What follows belongs to an exercise in optimizing a design on an open flow for small area, a short achievable clock period and few clock cycles per item; a production flow would make more cautious choices.
The RTL was checked by simulation tests, not by an equivalence proof against the original design.
Power is estimated from default activity; no workload was simulated.

## flow/config.mk

```make
export PLATFORM = sky130hd
export DESIGN_NAME = ordered_keyed_list_table_unit
export DESIGN_NICKNAME = ordered_keyed_list_table_unit
export VERILOG_FILES = /design/flow/design.v
export SDC_FILE = /design/flow/constraint.sdc
export NUM_CORES = 4
export LEC_CHECK = 0
export CAP_MARGIN = 20
export CORE_MARGIN = 2
export CORE_UTILIZATION = 28
export PLACE_DENSITY = 0.32
export SETUP_SLACK_MARGIN = 3.7
export SLEW_MARGIN = 20
export SYNTH_MEMORY_MAX_BITS = 8192
export TNS_END_PERCENT = 10
```

## flow/constraint.sdc

```tcl
create_clock -name core_clock -period 7.0 [get_ports {clk_i}]
set_input_delay 1.4000 -clock core_clock [delete_from_list [all_inputs] [get_ports {clk_i}]]
set_output_delay 1.4000 -clock core_clock [all_outputs]
set_load 0.01 [all_outputs]
```

## flow/design.v

```verilog
`timescale 1ns / 1ps
`default_nettype none
package okl_pkg;
  localparam logic [2:0] CMD_APPEND = 3'd0;
  localparam logic [2:0] CMD_REMOVE = 3'd1;
  localparam logic [2:0] CMD_LOOKUP = 3'd2;
  localparam logic [2:0] CMD_READ   = 3'd3;
  localparam logic [2:0] CMD_CLEAR  = 3'd4;
  localparam logic [2:0] ST_OK      = 3'd0;
  localparam logic [2:0] ST_NULL    = 3'd1;
  localparam logic [2:0] ST_DUP     = 3'd2;
  localparam logic [2:0] ST_MISSING = 3'd3;
  localparam logic [2:0] ST_RANGE   = 3'd4;
  localparam logic [2:0] ST_FULL    = 3'd5;
endpackage
`default_nettype wire
`timescale 1ns / 1ps
`default_nettype none
module okl_ctrl #(
  parameter int W     = 74,
  parameter int DEPTH = 4,
  parameter int STAGES = 2     
) (
  input  wire logic              clk_i,
  input  wire logic              rst_ni,
  input  wire logic              cmd_take_i,    
  input  wire logic [STAGES-1:0] busy_i,        
  input  wire logic              push_i,        
  input  wire logic [W-1:0]      push_data_i,
  output logic                   in_ready_o,
  output logic                   out_valid_o,
  input  wire logic              out_ready_i,
  output logic         [W-1:0]   out_data_o
);
  logic [DEPTH-1:0] v_q, v_d;
  logic [W-1:0]     d_q [DEPTH];
  logic             rdy_q;
  logic             pop;
  assign pop = v_q[0] && out_ready_i;
  always_comb begin
    for (int k = 0; k < DEPTH; k++) begin
      if (pop) begin
        v_d[k] = ((k + 1 < DEPTH) ? v_q[(k + 1 < DEPTH) ? k + 1 : k] : 1'b0) ||
                 (push_i && ((k == 0) ? 1'b1 : v_q[k]));
      end else begin
        v_d[k] = v_q[k] || (push_i && ((k == 0) ? 1'b1 : v_q[(k == 0) ? 0 : k - 1]));
      end
    end
  end
  logic [STAGES-1:0] busy_d;
  always_comb begin
    busy_d = {busy_i[STAGES-2:0], cmd_take_i};
  end
  function automatic int ones(input logic [DEPTH+STAGES-1:0] x);
    ones = 0;
    for (int k = 0; k < DEPTH + STAGES; k++) ones = ones + int'(x[k]);
  endfunction
  always_ff @(posedge clk_i or negedge rst_ni) begin
    if (!rst_ni) begin
      v_q   <= '0;
      rdy_q <= 1'b0;
    end else begin
      v_q   <= v_d;
      rdy_q <= (ones({v_d, busy_d}) <= DEPTH - 1);
    end
  end
  always_ff @(posedge clk_i) begin
    for (int k = 0; k < DEPTH; k++) begin
      if (pop) begin
        if (k + 1 < DEPTH && v_q[(k + 1 < DEPTH) ? k + 1 : k]) begin
          d_q[k] <= d_q[(k + 1 < DEPTH) ? k + 1 : k];
        end else begin
          d_q[k] <= push_data_i;
        end
      end else if (!v_q[k]) begin
        d_q[k] <= push_data_i;
      end
    end
  end
  assign in_ready_o  = rdy_q;
  assign out_valid_o = v_q[0];
  assign out_data_o  = d_q[0];
endmodule
`default_nettype wire
`timescale 1ns / 1ps
`default_nettype none
module okl_dp #(
  parameter int CAPACITY = 64
) (
  input  wire logic        clk_i,
  input  wire logic        rst_ni,
  input  wire logic        take_i,
  input  wire logic [2:0]  cmd_i,
  input  wire logic [31:0] key_i,
  input  wire logic [31:0] hnd_i,
  input  wire logic [5:0]  pos_i,
  output logic      [2:0]  busy_o,
  output logic             v_o,
  output logic      [2:0]  status_o,
  output logic      [31:0] handle_o,
  output logic      [31:0] id_o,
  output logic      [6:0]  count_o
);
  localparam int NS = CAPACITY + 1;
  localparam int NG = 4;
  function automatic logic gt6(input logic [5:0] a, input logic [5:0] b);
    logic e;
    gt6 = 1'b0;
    e   = 1'b1;
    for (int k = 5; k >= 0; k--) begin
      gt6 = gt6 || (e && a[k] && !b[k]);
      e   = e && (a[k] == b[k]);
    end
  endfunction
  logic [NS-1:0] valid_q;
  logic [31:0]   key_q  [NS];
  logic [31:0]   hnd_q  [NS];
  logic [5:0]    rank_q [NS];
  logic [NS-1:0] lower_q;      
  logic [6:0]    count_q;
  logic          v2_q;
  logic [2:0]    cmd2_q;
  logic          null2_q;
  logic [5:0]    pos2_q;
  logic [NS-1:0] eqk_q;        
  logic [NS-1:0] res_q;        
  logic          v3_q;
  logic          rd3_q;
  logic [2:0]    st3_q;
  logic [6:0]    cnt3_q;
  logic [NS-1:0] sel_q;
  logic          v4_q;
  logic          rd4_q;
  logic [2:0]    st4_q;
  logic [6:0]    cnt4_q;
  logic [31:0]   hg_q [NG];
  logic [31:0]   kg_q [NG];
  logic [NS-1:0] busy, pre, alloc;
  always_comb begin
    busy = valid_q | res_q;
    pre  = busy;
    for (int d = 1; d < NS; d = d * 2) begin
      for (int i = NS - 1; i >= d; i--) begin
        pre[i] = pre[i] & pre[i-d];
      end
    end
    alloc[0] = !busy[0];
    for (int i = 1; i < NS; i++) begin
      alloc[i] = !busy[i] && pre[i-1];
    end
  end
  logic [NS-1:0] eqk_d;
  always_comb begin
    for (int i = 0; i < NS; i++) begin
      eqk_d[i] = (key_q[i] == key_i);
    end
  end
  always_ff @(posedge clk_i or negedge rst_ni) begin
    if (!rst_ni) begin
      v2_q <= 1'b0;
      v3_q <= 1'b0;
      v4_q <= 1'b0;
    end else begin
      v2_q <= take_i;
      v3_q <= v2_q;
      v4_q <= v3_q;
    end
  end
  always_ff @(posedge clk_i) begin
    cmd2_q  <= cmd_i;
    null2_q <= (hnd_i == 32'd0);
    pos2_q  <= pos_i;
    eqk_q   <= eqk_d;
    res_q   <= (take_i && cmd_i == okl_pkg::CMD_APPEND) ? alloc : '0;
    for (int i = 0; i < NS; i++) begin
      if (alloc[i]) begin
        key_q[i] <= key_i;
        hnd_q[i] <= hnd_i;
      end
    end
  end
  logic is_app, is_rm, is_lk, is_rd, is_clr;
  assign is_app = (cmd2_q == okl_pkg::CMD_APPEND);
  assign is_rm  = (cmd2_q == okl_pkg::CMD_REMOVE);
  assign is_lk  = (cmd2_q == okl_pkg::CMD_LOOKUP);
  assign is_rd  = (cmd2_q == okl_pkg::CMD_READ);
  assign is_clr = (cmd2_q == okl_pkg::CMD_CLEAR);
  logic [5:0] reff [NS];
  always_comb begin
    logic brw;
    for (int i = 0; i < NS; i++) begin
      brw = lower_q[i];
      for (int b = 0; b < 6; b++) begin
        reff[i][b] = rank_q[i][b] ^ brw;
        brw        = brw && !rank_q[i][b];
      end
    end
  end
  logic [NS-1:0] match, posm;
  always_comb begin
    for (int i = 0; i < NS; i++) begin
      match[i] = valid_q[i] && eqk_q[i];
      posm[i]  = valid_q[i] && (reff[i] == pos2_q);
    end
  end
  logic hit, full, in_range, do_app, rm_ok, clr;
  assign hit      = |match;
  assign full     = (count_q == 7'(CAPACITY));
  assign in_range = {1'b0, pos2_q} < count_q;
  assign do_app   = v2_q && is_app && !null2_q && !hit && !full;
  assign rm_ok    = v2_q && is_rm && hit;
  assign clr      = v2_q && is_clr;
  logic [5:0] rh;
  always_comb begin
    rh = '0;
    for (int i = 0; i < NS; i++) begin
      rh = rh | ({6{match[i]}} & rank_q[i]);
    end
  end
  logic [6:0] count_d;
  always_comb begin
    count_d = count_q;
    if (clr) begin
      count_d = '0;
    end else if (do_app) begin
      count_d = count_q + 7'd1;
    end else if (rm_ok) begin
      count_d = count_q - 7'd1;
    end
  end
  logic [2:0] status;
  always_comb begin
    status = okl_pkg::ST_OK;
    if (is_app) begin
      if (null2_q)   status = okl_pkg::ST_NULL;
      else if (hit)  status = okl_pkg::ST_DUP;
      else if (full) status = okl_pkg::ST_FULL;
    end else if (is_rm || is_lk) begin
      if (!hit) status = okl_pkg::ST_MISSING;
    end else if (is_rd) begin
      if (!in_range) status = okl_pkg::ST_RANGE;
    end
  end
  always_ff @(posedge clk_i or negedge rst_ni) begin
    if (!rst_ni) begin
      valid_q <= '0;
      count_q <= '0;
    end else begin
      for (int i = 0; i < NS; i++) begin
        if (clr) begin
          valid_q[i] <= 1'b0;
        end else if (v2_q && is_rm && match[i]) begin
          valid_q[i] <= 1'b0;
        end else if (do_app && res_q[i]) begin
          valid_q[i] <= 1'b1;
        end
      end
      count_q <= count_d;
    end
  end
  always_ff @(posedge clk_i) begin
    for (int i = 0; i < NS; i++) begin
      rank_q[i]  <= res_q[i] ? count_q[5:0] : reff[i];
      lower_q[i] <= rm_ok && gt6(rank_q[i], rh);
      sel_q[i]   <= ((is_rm || is_lk) && match[i]) || (is_rd && posm[i]);
    end
    rd3_q  <= is_rd;
    st3_q  <= status;
    cnt3_q <= count_d;
  end
  logic [31:0] hg [NG];
  logic [31:0] kg [NG];
  always_comb begin
    for (int g = 0; g < NG; g++) begin
      hg[g] = '0;
      kg[g] = '0;
    end
    for (int i = 0; i < NS; i++) begin
      hg[i * NG / NS] = hg[i * NG / NS] | ({32{sel_q[i]}} & hnd_q[i]);
      kg[i * NG / NS] = kg[i * NG / NS] | ({32{sel_q[i]}} & key_q[i]);
    end
  end
  always_ff @(posedge clk_i) begin
    for (int g = 0; g < NG; g++) begin
      hg_q[g] <= hg[g];
      kg_q[g] <= kg[g];
    end
    rd4_q  <= rd3_q;
    st4_q  <= st3_q;
    cnt4_q <= cnt3_q;
  end
  logic [31:0] h_or, k_or;
  always_comb begin
    h_or = '0;
    k_or = '0;
    for (int g = 0; g < NG; g++) begin
      h_or = h_or | hg_q[g];
      k_or = k_or | kg_q[g];
    end
  end
  assign busy_o   = {v4_q, v3_q, v2_q};
  assign v_o      = v4_q;
  assign status_o = st4_q;
  assign handle_o = h_or;
  assign id_o     = rd4_q ? k_or : 32'd0;
  assign count_o  = cnt4_q;
endmodule
`default_nettype wire
`timescale 1ns / 1ps
`default_nettype none
module ordered_keyed_list_table_unit #(
  parameter int CAPACITY = 64
) (
  input  wire logic               clk_i,
  input  wire logic               rst_ni,
  input  wire logic               in_valid_i,
  output logic                    in_ready_o,
  input  wire logic        [2:0]  cmd_i,
  input  wire logic signed [31:0] item_id_i,
  input  wire logic        [31:0] item_handle_i,
  input  wire logic        [5:0]  position_i,
  output logic                    out_valid_o,
  input  wire logic               out_ready_i,
  output logic             [2:0]  status_o,
  output logic             [31:0] found_handle_o,
  output logic signed      [31:0] found_id_o,
  output logic             [6:0]  entry_count_o,
  output logic                    is_empty_o
);
  logic        take;
  logic [2:0]  busy;
  logic        r_valid;
  logic [2:0]  r_status;
  logic [31:0] r_handle;
  logic [31:0] r_id;
  logic [6:0]  r_count;
  logic [73:0] q_data;
  assign take = in_valid_i && in_ready_o;
  okl_dp #(
    .CAPACITY (CAPACITY)
  ) u_dp (
    .clk_i    (clk_i),
    .rst_ni   (rst_ni),
    .take_i   (take),
    .cmd_i    (cmd_i),
    .key_i    (item_id_i),
    .hnd_i    (item_handle_i),
    .pos_i    (position_i),
    .busy_o   (busy),
    .v_o      (r_valid),
    .status_o (r_status),
    .handle_o (r_handle),
    .id_o     (r_id),
    .count_o  (r_count)
  );
  okl_ctrl #(
    .W      (74),
    .DEPTH  (5),
    .STAGES (3)
  ) u_ctrl (
    .clk_i       (clk_i),
    .rst_ni      (rst_ni),
    .cmd_take_i  (take),
    .busy_i      (busy),
    .push_i      (r_valid),
    .push_data_i ({r_status, r_handle, r_id, r_count}),
    .in_ready_o  (in_ready_o),
    .out_valid_o (out_valid_o),
    .out_ready_i (out_ready_i),
    .out_data_o  (q_data)
  );
  assign status_o       = q_data[73:71];
  assign found_handle_o = q_data[70:39];
  assign found_id_o     = q_data[38:7];
  assign entry_count_o  = q_data[6:0];
  assign is_empty_o     = (q_data[6:0] == 7'd0);
endmodule
`default_nettype wire
```

## flow/run.sh

```bash
#!/bin/bash
# synth_recipe.tcl (not shown) runs the flow's synth.tcl, then flattens the netlist and writes it again
# the make line also repeats each setting of config.mk as NAME=value (left out here)
make -C /OpenROAD-flow-scripts/flow DESIGN_CONFIG=/design/flow/config.mk WORK_HOME=/design/flow/orfs CLKGATE_MAP_FILE= SYNTH_SCRIPT=/design/flow/synth_recipe.tcl finish
```

==> results of run 1 <==
==> registers in the layout, indices dropped and copies added (netlist names), 3 cells and up <==
register	count
u_dp.cmd2_q	3
u_dp.rank_q	390
u_dp.pos2_q	6
u_dp.count_q	7
u_dp.cnt3_q	7
u_dp.cnt4_q	7
u_dp.eqk_q	65
u_dp.st4_q	3
u_ctrl.d_q	370
u_dp.sel_q	65
u_dp.kg_q	128
u_ctrl.v_q	5
u_dp.lower_q	65
u_dp.st3_q	3
u_dp.hnd_q	2080
u_dp.key_q	2080
u_dp.res_q	65
u_dp.hg_q	128
u_dp.valid_q	65
==> cell type report <==
class / count / area (um2) / area share (%)
Inverter: 348 / 1330 / 0.466
Timing Repair Buffer: 1304 / 14800 / 5.20
Multi-Input combinational cell: 9844 / 77400 / 27.2
Clock buffer: 997 / 19200 / 6.77
Tap cell: 11121 / 13900 / 4.90
Antenna cell: 351 / 878 / 0.309
Sequential cell: 5549 / 154000 / 54.3
Clock inverter: 258 / 2260 / 0.795
==> worst min-delay path by stage <==
| stage | end | slack, ns | from |
|---|---|---|---|
| after detailed placement | u_dp.rd4_q$_DFF_P_ | 0.32 | u_dp.rd3_q$_DFF_P_ |
| after CTS | u_dp.valid_q[21]$_DFFE_PN0P_ | 0.19 | rst_ni |
| final | u_dp.valid_q[21]$_DFFE_PN0P_ | 0.24 | rst_ni |
| after global placement | u_dp.rd4_q$_DFF_P_ | 0.31 | u_dp.rd3_q$_DFF_P_ |
| after floorplan | u_dp.cnt4_q[0]$_DFF_P_ | 0.31 | u_dp.cnt3_q[0]$_DFF_P_ |
| after global routing | u_dp.valid_q[21]$_DFFE_PN0P_ | 0.24 | rst_ni |
==> metrics by stage <==
step	cell area [um2]	TNS (ns)	hold slack, ns	setup slack, ns	instances
finish	284000	0	0.244	2.83	29772
global route	284000	0	0.241	2.86	29728
CTS	278000	0	0.187	2.89	29167
detailed placement	254000	0	0.315	0.772	27754
global placement	254000	-0.959	0.311	-0.959	27743
floorplan	234000	0	0.310	2.09	16909
==> cell usage after synthesis, types with 53 or more instances <==
library cell  number  area (um2)
mux2i_1          383        3830
a221oi_1         810        7090
dfrtp_1           81        2030
ha_1             400        5000
dfxtp_1         1234       24700
nand4_1          460        2880
clkbuf_1         858        3220
o41ai_1           56         490
nand2_1          568        2130
or4_1            114         856
a211oi_1          95         713
a22o_1           787        6890
xor2_1          2406       21100
a222oi_1          79         791
xnor2_1          137        1200
and2_1            53         332
nand3_1          324        1620
o22ai_1          148         926
a22oi_1          426        3200
o2111ai_1         74         648
nor3_1            93         465
o21ai_0          263        1320
a21oi_1          447        2240
inv_1            348        1310
buf_1            267        1000
nor4_1           634        3970
edfxtp_1        4234      127000
nor2_1           646        2420
==> where the power goes <==
| group | switching [mW] | internal [mW] |
|---|---|---|
| registers | 0.812 | 36.3 |
| clock network | 15.2 | 19.8 |
| logic | 4.24 | 1.64 |
==> worst register-to-register path: cells and delay by family (launching register included) <==
kind | cells | cell delay, ns
AO/OA/AOI/OAI | 1 | 0.18
flip-flops | 1 | 0.84
buffers and inverters | 4 | 0.76
AND/OR/NAND/NOR | 6 | 2.06
==> routing by layer <==
metal / part of all wire (%) / track usage, % / vias up
li1: - / - / 67968
met1: 43 / 41.6 / 89380
met2: 46 / 48.2 / 7227
met3: 6.6 / 3.97 / 1579
met4: 4.3 / 10.8 / 60
met5: 0.031 / 0 / -
==> kinds of logic after synthesis <==
kind of cell	synth area share [%]
AOI/OAI and AO/OA	11.5
xor gates and xnor gates	9.53
adders and majority gates	2.26
buffers and inverters	2.50
DFF	65.9
muxes	1.80
and+or+nand+nor	6.56
==> repair_timing <==
action,CTS,global route
hold buffers,0,0
pin swaps,42,86
cloned,30,65
setup endpoints to repair,3857,3628
resized for setup,201,461
setup buffers,128,187
==> flow_metrics.env, run 1 <==
export IMPL_clock_sinks=5549
export IMPL_p_leak_nw=100
export IMPL_antenna_found_initial=186
export IMPL_fillers=81341
export IMPL_initial_utilization_pct=28.1
export IMPL_hp_class="input port to async pin"
export IMPL_r2r_start="u_dp.res_q[28]$_SDFF_PN0_"
export IMPL_status="finished clean"
export IMPL_die_area_mm2=0.842
export IMPL_viasPerCell=5.58
export IMPL_hpwl_um=900000
export IMPL_grt_max_degree=130
export IMPL_grt_pass1_wl_um=1680000
export IMPL_ff2ff_setup_slack_ns=2.83
export IMPL_critPathTopFamily="simple AND/OR/NAND/NOR gates"
export IMPL_grt_usage_pct=30.0
export IMPL_numPortBuffers=153
export IMPL_crit_required_ns=7.83
export IMPL_rsz0062_at_grt="true"
export IMPL_die_h_um=917
export IMPL_overflow=0
export IMPL_synth_cell_area_mm2=0.234
export IMPL_drv_cap=0
export IMPL_cp_slowest_cell="dfxtp_1"
export IMPL_htreeDepth=6
export IMPL_crit_path_cell_trace="nor2_1, or3b_4, nor3_4, o2111ai_4, buf_12, or4_4, or2_4, buf_8, nor2_4, buf_12, buf_16"
export IMPL_skew_ns=0.0643
export IMPL_netlist_instances=16909
export IMPL_ys_seq_area_share_pct=65.9
export IMPL_drive_above_1_share_pct=15.2
export IMPL_cts_inserted_buffers=682
export IMPL_fin_nets=18210
export IMPL_drt_first_pass_iters=6
export IMPL_yosys_warnings=11
export IMPL_synth_cell_type_count=84
export IMPL_gp_congestion=0.930
export IMPL_worst_pin_slew_ns=1.48
export IMPL_ir_worst_vdd_mv=0.280
export IMPL_grt_pass1_vias=156587
export IMPL_cp_max_fo=11
export IMPL_crit_path_end_kind="register"
export IMPL_cts_clk_slew_worst_paths_ns=0.06
export IMPL_hold_viol=0
export IMPL_clock_latency_ns=1.18
export IMPL_maxSlewViolCount=0
export IMPL_drt_iter0_drc=21292
export IMPL_rr_worst_depth=11
export IMPL_layout_common_cells="edfxtp_1 (4234), xor2_1 (2406), dfxtp_1 (1120), a221oi_1 (808), a22o_1 (787)"
export IMPL_syn_avg_cell_area_um2=13.8
export IMPL_power_mw=78.0
export IMPL_slowest_delay_ns=0.84
export IMPL_utilization_pct=34.1
export IMPL_wl_um=1340000
export IMPL_syn_nets=17390
export IMPL_ios=154
export IMPL_cts_root_buf="clkbuf_16"
export IMPL_period_share_pct=59.5
export IMPL_fp_row_count=335
export IMPL_setup_violations=0
export IMPL_cp_depth=11
export IMPL_wl_per_cell_um=45.0
export IMPL_area_delta_synth_final_pct=21.6
export IMPL_drc=0
export IMPL_crit_type="register to register"
export IMPL_core_area_mm2=0.832
export IMPL_ys_ff_latch=5549
export IMPL_finalCriticalPeriod_ns=4.17
export IMPL_route_vias_total=166214
export IMPL_dominantRegCellSynth="edfxtp_1"
export IMPL_setup_worst_path_end="u_dp.hnd_q[49][15]$_DFFE_PP_"
export IMPL_crit_buf_inv=4
export IMPL_r2r_end="u_dp.hnd_q[49][15]$_DFFE_PP_"
export IMPL_cp_startpoint="u_dp.res_q[28]$_SDFF_PN0_"
export IMPL_crit_path_frequent_cell="buf_12"
export IMPL_relSlewSlack_pct=1.23
export IMPL_synthArstFlopShare_pct=1.46
export IMPL_synth_edf_count=4234
export IMPL_worst_setup_path_start_kind="register"
export IMPL_die_width_um=917
export IMPL_max_freq_ghz=0.240
export IMPL_cts_tree="done"
export IMPL_power_density_mw_per_mm2=275
export IMPL_arrival_ns=4.99
export IMPL_postRouteAntennaNets=0
export IMPL_mostFrequentLayoutCell="edfxtp_1"
export IMPL_cts_path_max_buffers=4
Testbench counts, summed over its fixed seeds: cycles 12,032, items 12,000.
==> inputs of run 2 (changes only) <==
--- a/flow/design.v
+++ b/flow/design.v
@@ -101,7 +101,7 @@
   output logic      [31:0] id_o,
   output logic      [6:0]  count_o
 );
-  localparam int NS = CAPACITY + 1;
+  localparam int NS = CAPACITY + 3;
   localparam int NG = 4;
   function automatic logic gt6(input logic [5:0] a, input logic [5:0] b);
     logic e;
@@ -124,6 +124,7 @@
   logic [5:0]    pos2_q;
   logic [NS-1:0] eqk_q;        
   logic [NS-1:0] res_q;        
+  logic [NS-1:0] alloc_q;      
   logic          v3_q;
   logic          rd3_q;
   logic [2:0]    st3_q;
@@ -135,18 +136,19 @@
   logic [6:0]    cnt4_q;
   logic [31:0]   hg_q [NG];
   logic [31:0]   kg_q [NG];
-  logic [NS-1:0] busy, pre, alloc;
+  logic [NS-1:0] res_d, busy, pre, alloc_d;
+  assign res_d = (take_i && cmd_i == okl_pkg::CMD_APPEND) ? alloc_q : '0;
   always_comb begin
-    busy = valid_q | res_q;
+    busy = valid_q | res_q | alloc_q;
     pre  = busy;
     for (int d = 1; d < NS; d = d * 2) begin
       for (int i = NS - 1; i >= d; i--) begin
         pre[i] = pre[i] & pre[i-d];
       end
     end
-    alloc[0] = !busy[0];
+    alloc_d[0] = !busy[0];
     for (int i = 1; i < NS; i++) begin
-      alloc[i] = !busy[i] && pre[i-1];
+      alloc_d[i] = !busy[i] && pre[i-1];
     end
   end
   logic [NS-1:0] eqk_d;
@@ -171,9 +173,10 @@
     null2_q <= (hnd_i == 32'd0);
     pos2_q  <= pos_i;
     eqk_q   <= eqk_d;
-    res_q   <= (take_i && cmd_i == okl_pkg::CMD_APPEND) ? alloc : '0;
+    res_q   <= res_d;
+    alloc_q <= alloc_d;
     for (int i = 0; i < NS; i++) begin
-      if (alloc[i]) begin
+      if (alloc_q[i]) begin
         key_q[i] <= key_i;
         hnd_q[i] <= hnd_i;
       end
@@ -334,7 +337,7 @@
   logic [31:0] r_handle;
   logic [31:0] r_id;
   logic [6:0]  r_count;
-  logic [73:0] q_data;
+  logic [74:0] q_data;
   assign take = in_valid_i && in_ready_o;
   okl_dp #(
     .CAPACITY (CAPACITY)
@@ -354,7 +357,7 @@
     .count_o  (r_count)
   );
   okl_ctrl #(
-    .W      (74),
+    .W      (75),
     .DEPTH  (5),
     .STAGES (3)
   ) u_ctrl (
@@ -363,16 +366,16 @@
     .cmd_take_i  (take),
     .busy_i      (busy),
     .push_i      (r_valid),
-    .push_data_i ({r_status, r_handle, r_id, r_count}),
+    .push_data_i ({r_status, r_handle, r_id, r_count, r_count == 7'd0}),
     .in_ready_o  (in_ready_o),
     .out_valid_o (out_valid_o),
     .out_ready_i (out_ready_i),
     .out_data_o  (q_data)
   );
-  assign status_o       = q_data[73:71];
-  assign found_handle_o = q_data[70:39];
-  assign found_id_o     = q_data[38:7];
-  assign entry_count_o  = q_data[6:0];
-  assign is_empty_o     = (q_data[6:0] == 7'd0);
+  assign status_o       = q_data[74:72];
+  assign found_handle_o = q_data[71:40];
+  assign found_id_o     = q_data[39:8];
+  assign entry_count_o  = q_data[7:1];
+  assign is_empty_o     = q_data[0];
 endmodule
 `default_nettype wire
--- a/flow/config.mk
+++ b/flow/config.mk
@@ -8,6 +8,8 @@
 export CAP_MARGIN = 20
 export CORE_MARGIN = 2
 export CORE_UTILIZATION = 28
+export CTS_CLUSTER_DIAMETER = 120
+export CTS_CLUSTER_SIZE = 16
 export PLACE_DENSITY = 0.32
 export SETUP_SLACK_MARGIN = 3.7
 export SLEW_MARGIN = 20
==> run 2 against run 1 <==
Still clean on timing, DRC and antenna. Cell count grew 1.3%. Utilization shrank 2.0 points. Via count grew 0.14%. First-iteration DRC count grew 3.6%. Worst hold slack gained 0.082 ns. Sequential share of layout area grew 3.5 points. Maximum frequency grew 8.1%. Global-route usage shrank 0.40 points. Register-to-register slack gained 0.39 ns. Combinational power grew 13%. Area after synthesis grew 3.5%. Flip-flop and latch count grew 222. Critical path type is now register to primary output. Largest cell class unchanged. Highest routed layer unchanged.
==> flow_metrics.env, run 2 <==
export IMPL_status="finished clean"
export IMPL_worst_setup_path_start_kind="register"
export IMPL_synth_area_leader_cell="edfxtp_1"
export IMPL_ir_worst_vdd_mv=0.206
export IMPL_synth_xor_area_share_pct=9.50
export IMPL_cts_clk_slew_worst_paths_ns=0.07
export IMPL_register_area_mm2=0.160
export IMPL_cp_slowest_cell="edfxtp_1"
export IMPL_yosys_warnings=11
export IMPL_multi_input_area_mm2=0.0786
export IMPL_htreeDepth=5
export IMPL_numPortBuffers=153
export IMPL_layout_common_cells="edfxtp_1 (4363), xor2_1 (2480), a22oi_1 (1172), dfxtp_1 (1129), buf_4 (674)"
export IMPL_gp_congestion=0.963
export IMPL_maxSlewViolCount=0
export IMPL_hpwl_um=924000
export IMPL_cp_depth=1
export IMPL_overflow=0
export IMPL_drive_above_1_share_pct=10.7
export IMPL_ff2ff_setup_slack_ns=3.22
export IMPL_syn_avg_cell_area_um2=13.7
export IMPL_holdPathEnd="u_dp.st4_q[0]$_DFF_P_"
export IMPL_relSlewSlack_pct=12.8
export IMPL_yosysTopAreaCellShare_pct=54.2
export IMPL_cts_inserted_buffers=400
export IMPL_rr_worst_depth=13
export IMPL_wl_um=1350000
export IMPL_ys_seq_area_share_pct=66.0
export IMPL_ys_ff_latch=5771
export IMPL_drv_cap=0
export IMPL_finalCriticalPeriod_ns=3.85
export IMPL_worstHoldPathCells=0
export IMPL_ios=154
export IMPL_period_share_pct=55.0
export IMPL_synth_area_mux_share_pct=1.92
export IMPL_drc=0
export IMPL_synth_cell_type_count=79
export IMPL_crit_buf_inv=1
export IMPL_mostFrequentLayoutCell="edfxtp_1"
export IMPL_die_h_um=933
export IMPL_skew_ns=0.0774
export IMPL_initial_utilization_pct=28.1
export IMPL_slowest_delay_ns=0.94
export IMPL_clock_latency_ns=1.13
export IMPL_min_from="u_dp.st3_q[0]$_DFF_P_"
export IMPL_synth_area_top_cells="edfxtp_1 (54%), dfxtp_1 (11%), xor2_1 (9.0%)"
export IMPL_top_layer_used="met5"
export IMPL_hold_viol=0
export IMPL_fp_row_count=341
export IMPL_crit_required_ns=5.60
export IMPL_crit_path_cell_trace="dlygate4sd2_1"
export IMPL_core_area_mm2=0.861
export IMPL_grt_pass1_vias=157062
export IMPL_top_regs="u_dp.hnd_q: 2144 flops, u_dp.key_q: 2144 flops, u_dp.rank_q: 402 flops"
export IMPL_crit_path_end_kind="primary output"
export IMPL_synth_commonest_cells="edfxtp_1 (4363), xor2_1 (2480), dfxtp_1 (1325)"
export IMPL_met3_length_um=82100
export IMPL_viasPerCell=5.52
export IMPL_cp_max_fo=1
export IMPL_met1_length_um=607000
export IMPL_synth_simple_area_share_pct=7.49
export IMPL_power_mw=70.2
export IMPL_synthAdderAreaFrac_pct=2.51
export IMPL_rsz0062_at_grt="true"
export IMPL_synth_most_common_cell="edfxtp_1"
export IMPL_cts_root_buf="clkbuf_16"
export IMPL_tns_ns=0
export IMPL_setup_violations=0
export IMPL_clock_sinks=5771
export IMPL_power_density_mw_per_mm2=253
export IMPL_synth_top_family_by_area="compound AO/OA/AOI/OAI gates"
export IMPL_fillers=85531
export IMPL_wl_per_cell_um=44.7
export IMPL_antenna_found_initial=189
export IMPL_r2r_start="u_dp.eqk_q[10]$_DFF_P_"
export IMPL_grt_usage_pct=29.6
export IMPL_met2WireLength_um=597000
export IMPL_area_delta_synth_final_pct=14.6
export IMPL_r2r_end="u_dp.lower_q[55]$_DFF_P_"
export IMPL_max_freq_ghz=0.260
export IMPL_drt_iter0_drc=22061
export IMPL_drt_first_pass_iters=8
export IMPL_crit_type="register to primary output"
export IMPL_worst_pin_slew_ns=1.30
export IMPL_cts_hold_buffers=0
export IMPL_netlist_instances=17592
export IMPL_grt_max_degree=97
export IMPL_synthArstFlopShare_pct=1.44
export IMPL_utilization_pct=32.2
export IMPL_synth_compound_area_share_pct=10.1
export IMPL_cts_path_max_buffers=4
export IMPL_grt_pass1_wl_um=1710000
export IMPL_fin_nets=18244
export IMPL_die_area_mm2=0.871
export IMPL_route_vias_total=166455
export IMPL_p_leak_nw=96.3
export IMPL_dominantRegCellSynth="edfxtp_1"
export IMPL_syn_nets=18085
export IMPL_postRouteAntennaNets=0
export IMPL_critPathTopFamily="flip-flops"
export IMPL_arrival_ns=2.45
export IMPL_synth_edf_count=4363
export IMPL_synth_cell_area_mm2=0.242
export IMPL_die_width_um=933
export IMPL_cts_tree="done"
export IMPL_hp_class="register to register"
## run 2: cell count changes in the layout (fill, tap and decap cells not counted), sizes merged, moves of 76 or more
cell    delta
a222oi   +113
a22oi    +746
clkbuf   -331
a221oi   -390
a22o     -444
nand3    +171
edfxtp   +129
dfxtp     +91
clkinv   -214
or3       +76
buf      -306
diode    +229
## run 2: worst max-delay path by stage
stage	from	end	slack (ns)
2_1_floorplan	u_dp.valid_q[53]$_DFFE_PN0P_	u_dp.lower_q[46]$_DFF_P_	2.38
3_3_place_gp	item_id_i[1]	u_dp.eqk_q[53]$_DFF_P_	1.71
3_5_place_dp	u_dp.eqk_q[54]$_DFF_P_	u_dp.lower_q[13]$_DFF_P_	1.86
4_1_cts	u_ctrl.d_q[0][65]$_DFFE_PP_	found_handle_o[25]	3.14
5_1_grt	u_ctrl.d_q[0][42]$_DFFE_PP_	found_handle_o[2]	3.13
6_report	u_ctrl.d_q[0][63]$_DFFE_PP_	found_handle_o[23]	3.15
## run 2: cells by family after synthesis
logic type,after synthesis
adders and majority gates,498
buffers and inverters,1548
muxes,459
and+or+nand+nor,3473
DFF,5771
xor gates and xnor gates,2621
AOI/OAI and AO/OA,3222
## run 2: worst reg2reg max path, stage by stage (launching register included)
cell and delay [ns]:
dfxtp_1 0.67, nand2_2 0.29, o2111ai_2 0.44, nor4_4 0.15
nand4_1 0.13, buf_6 0.23, nor2_4 0.10, buf_12 0.15
buf_12 0.14, clkbuf_16 0.23, a221o_1 0.38, a221oi_1 0.33
nor4b_1 0.10, or3_1 0.38
## run 2: metrics by stage
| step | hold slack (ns) | cell area, um2 | worst slack [ns] | instances |
|---|---|---|---|---|
| 6_report | 0.326 | 277000 | 3.15 | 30150 |
| 5_1_grt | 0.336 | 277000 | 3.13 | 30056 |
| 4_1_cts | 0.295 | 274000 | 3.14 | 29480 |
| 3_5_place_dp | 0.314 | 260000 | 1.86 | 28672 |
| 3_3_place_gp | 0.311 | 260000 | 1.71 | 28669 |
| 2_1_floorplan | 0.310 | 242000 | 2.38 | 17592 |
## run 2: power by group
| part | internal (mW) | switching [mW] | total (mW) |
|---|---|---|---|
| Combinational | 1.75 | 4.87 | 6.62 |
| Clock | 11.0 | 13.4 | 24.4 |
| Sequential | 38.0 | 1.16 | 39.2 |
## run 2: cell type report
cell class | count | share of cell area (%)
Sequential cell | 5771 | 57.9
Inverter | 359 | 0.494
Timing Repair Buffer | 942 | 3.33
Multi-Input combinational cell | 10277 | 28.4
Antenna cell | 580 | 0.524
Clock buffer | 708 | 4.07
Clock inverter | 23 | 0.159
Tap cell | 11490 | 5.19
## run 2: metal layers
layer  up-vias  track usage [%]
met5         -                0
met4        30             11.6
met3      1281             3.91
met2      6709             45.8
met1     89855             42.1
li1      68580                -
## run 2: timing repair
item	CTS	global route
setup endpoints to repair	334	390
buffers inserted	60	87
resized for setup	341	171
pin swaps	79	55
cloned	17	3
Testbench counts of run 2, summed over its fixed seeds: cycles 12,032, items 12,000.

-- static timing again, ports no longer ideal --
The results above use ideal ports. As a check the final layouts listed here were re-extracted and re-timed, cells and wires unchanged.
Step 1, drivers: a clkbuf_16 drives clk_i and a buf_2 each remaining input, both assumed.
Step 2 times the ports against the registers' clock, not the clock port: input delays grow and output delays shrink by t, the midpoint of the rising clock arrivals with the driver on.
Three values: ideal ports, drivers, drivers and shift; two values: the first two.
run	shift t [ns]	setup WS [ns]	latest minus earliest clock arrival (ns)	cell pins on the clock port's net
run 1	1.286	2.834 / 2.815 / 1.732	0.073 / 0.073	1
run 2	1.236	3.147 / 2.999 / 2.010	0.079 / 0.079	1
After both steps every run listed still meets setup and hold. The setup slack of run 2, which loses most, moves by -0.148 ns with the drivers and by -1.137 ns with both steps.
